This design comes from an exercise in tuning for small area on the open sky130 flow, not from production work.
At most, simulation tests tie the RTL to the original design; equivalence was not proved.
Power is estimated from default activity; no workload was simulated.

==> flow/design.v (excerpt) <==
module ssf_array (
	input  logic    clk,
	input  logic    rst,
	input  ssf_pkg::sample_t sample_in,
	input  logic    sample_valid,
	output logic    sample_req,
	output ssf_pkg::sample_t result_out,
	output ssf_pkg::lane_t   result_lane,
	output logic    result_valid
);
clock: 6.0 ns
lec_check: 0
cap_margin: 20
core_margin: 2
core_utilization: 40
slew_margin: 20
standard.sh (not shown) runs the stock make flow with config.mk's settings and CLKGATE_MAP_FILE= SYNTH_SCRIPT=/design/flow/synth_recipe.tcl, a recipe that flattens the netlist after the stock synthesis.
==> flow/flow/run.sh <==
#!/bin/bash
# Own layout flow: the standard flow (standard.sh, unchanged synthesis),
# with the smallest buffer on the ports and a clock tree without dummy loads.
set -euo pipefail
bash standard.sh \
	"BUFFER_PORTS_ARGS=-buffer_cell sky130_fd_sc_hd__buf_1" \
	"CTS_ARGS=-sink_clustering_enable -repair_clock_nets -dont_use_dummy_load -sink_clustering_size 30 -sink_clustering_max_diameter 80" \
	finish > make_finish.log 2>&1
==> next run, changes <==
==> flow/flow/run.sh (replaced) <==
#!/bin/bash
# Own layout flow: the standard flow (standard.sh, unchanged synthesis),
# with smaller port buffers, no CTS dummy loads and area recovery.
set -euo pipefail
bash standard.sh \
	"BUFFER_PORTS_ARGS=-buffer_cell sky130_fd_sc_hd__buf_1" \
	"CTS_ARGS=-sink_clustering_enable -repair_clock_nets -dont_use_dummy_load" \
	"RECOVER_POWER=100" \
	finish > make_finish.log 2>&1
Result:
- The changed run ran to the end with violations: capacitance limit, slew limit
- sequential share of layout area decreases by 1.2 points
- non-clock buffer count goes up by 2
- first-iteration DRC count climbs by 8.1%
- design area came out higher by 2.3%
- worst setup slack improved by 0.072 ns
==> next run, changes <==
==> flow/flow/run.sh (replaced) <==
#!/bin/bash
# Own layout flow: the standard flow (standard.sh, unchanged synthesis),
# with the smallest buffer on the ports and a clock tree without dummy loads.
set -euo pipefail
bash standard.sh \
	"BUFFER_PORTS_ARGS=-buffer_cell sky130_fd_sc_hd__buf_1" \
	"CTS_ARGS=-sink_clustering_enable -repair_clock_nets -dont_use_dummy_load -sink_clustering_size 25 -sink_clustering_max_diameter 100" \
	finish > make_finish.log 2>&1
Outcome:
- This time the run passed the timing, design-rule and antenna checks
- hold slack improves by 0.0087 ns
- global-route usage fell by 0.24 points
- non-clock buffer count stays the same
- area after synthesis is unchanged

* * *

ssf_array, a different RTL version from the one above (not shown whole).
Size in the first run: roughly 310 flip-flops, about 72 I/O pins.
==> flow/config.mk <==
export PLATFORM = sky130hd
export DESIGN_NAME = ssf_array
export DESIGN_NICKNAME = ssf_array
export VERILOG_FILES = /design/flow/design.v
export SDC_FILE = /design/flow/constraint.sdc
export NUM_CORES = 4
export LEC_CHECK = 0
export CAP_MARGIN = 20
export CORE_MARGIN = 2
export CORE_UTILIZATION = 65
export SLEW_MARGIN = 20
==> flow/constraint.sdc <==
create_clock -name core_clock -period 6.0 [get_ports {clk}]
set_input_delay 1.2000 -clock core_clock [delete_from_list [all_inputs] [get_ports {clk}]]
set_output_delay 1.2000 -clock core_clock [all_outputs]
set_load 0.01 [all_outputs]
==> flow/flow/run.sh <==
#!/bin/bash
# Own layout flow: the standard flow (standard.sh, unchanged synthesis),
# with the smallest buffer on the ports and a clock tree without dummy loads.
set -euo pipefail
bash standard.sh \
	"BUFFER_PORTS_ARGS=-buffer_cell sky130_fd_sc_hd__buf_1" \
	"CTS_ARGS=-sink_clustering_enable -repair_clock_nets -dont_use_dummy_load -sink_clustering_size 36 -sink_clustering_max_diameter 80" \
	finish > make_finish.log 2>&1
==> next run, changes <==
==> flow/flow/run.sh (replaced) <==
#!/bin/bash
# Own layout flow: the standard flow (standard.sh, unchanged synthesis),
# with the smallest buffer on the ports and a clock tree without dummy loads.
set -euo pipefail
bash standard.sh \
	"BUFFER_PORTS_ARGS=-buffer_cell sky130_fd_sc_hd__buf_1" \
	"CTS_ARGS=-sink_clustering_enable -repair_clock_nets -dont_use_dummy_load -sink_clustering_size 28 -sink_clustering_max_diameter 100" \
	finish > make_finish.log 2>&1
--- a/flow/config.mk
+++ b/flow/config.mk
@@ -8,4 +8,4 @@
 export CAP_MARGIN = 20
 export CORE_MARGIN = 2
-export CORE_UTILIZATION = 65
+export CORE_UTILIZATION = 40
 export SLEW_MARGIN = 20
- routed wire length came out higher by about 9%
- worst setup slack improves by 0.12 ns
- count of clock-buffer cells in the layout is unchanged
==> next run, changes <==
==> flow/flow/run.sh (replaced) <==
#!/bin/bash
# Own layout flow: the standard flow (standard.sh, unchanged synthesis),
# with the smallest buffer on the ports and a clock tree without dummy loads.
set -euo pipefail
bash standard.sh \
	"BUFFER_PORTS_ARGS=-buffer_cell sky130_fd_sc_hd__buf_1" \
	"CTS_ARGS=-sink_clustering_enable -repair_clock_nets -dont_use_dummy_load -sink_clustering_size 25 -sink_clustering_max_diameter 100" \
	finish > make_finish.log 2>&1
Register-to-register slack stays flat.
Worst hold slack barely changes.
Total power goes up by 1.7%.
Function was not checked in any run of this note: the RTL went through the layout flow alone.

afterwards: timing with drivers on the ports:
How much do the figures lean on ideal ports? The routed layouts below were timed once more, with nothing changed but the port constraints. Step 1 (the two cells are an assumption about what drives the block):
set clk [get_ports {clk}]
set_driving_cell -lib_cell sky130_fd_sc_hd__clkbuf_16 $clk
set_driving_cell -lib_cell sky130_fd_sc_hd__buf_2 [delete_from_list [all_inputs] $clk]
Step 2 times the ports against the registers' clock, not the clock port: input delays grow and output delays shrink by t, the midpoint of the rising clock arrivals with the driver on. Slacks: ideal / step 1 / step 2; pairs: ideal / step 1.
run | t (ns) | setup slack, ns | hold WS [ns] | clock arrival spread, ns | slew at the worst register clock pin (ns)
the first run of note 1 | 0.563 | 0.255 / 0.255 / 0.255 | 0.330 / 0.330 / 0.330 | 0.052 / 0.052 | 0.10 / 0.10
the second run of note 1 | 0.543 | 0.327 / 0.327 / 0.025 | 0.327 / 0.327 / 0.327 | 0.059 / 0.059 | 0.06 / 0.06
the third run of note 1 | 0.545 | 0.363 / 0.363 / 0.363 | 0.336 / 0.336 / 0.336 | 0.038 / 0.037 | 0.10 / 0.10
the first run of note 2 | 0.533 | 0.335 / 0.335 / 0.335 | 0.335 / 0.335 / 0.335 | 0.066 / 0.065 | 0.12 / 0.12
the second run of note 2 | 0.541 | 0.457 / 0.457 / 0.457 | 0.336 / 0.336 / 0.336 | 0.029 / 0.030 | 0.11 / 0.11
the third run of note 2 | 0.530 | 0.464 / 0.464 / 0.464 | 0.335 / 0.335 / 0.335 | 0.061 / 0.061 | 0.11 / 0.11
The setup slack of the second run of note 1, which loses most, moves by 0.000 ns with the drivers and by -0.302 ns with both steps.
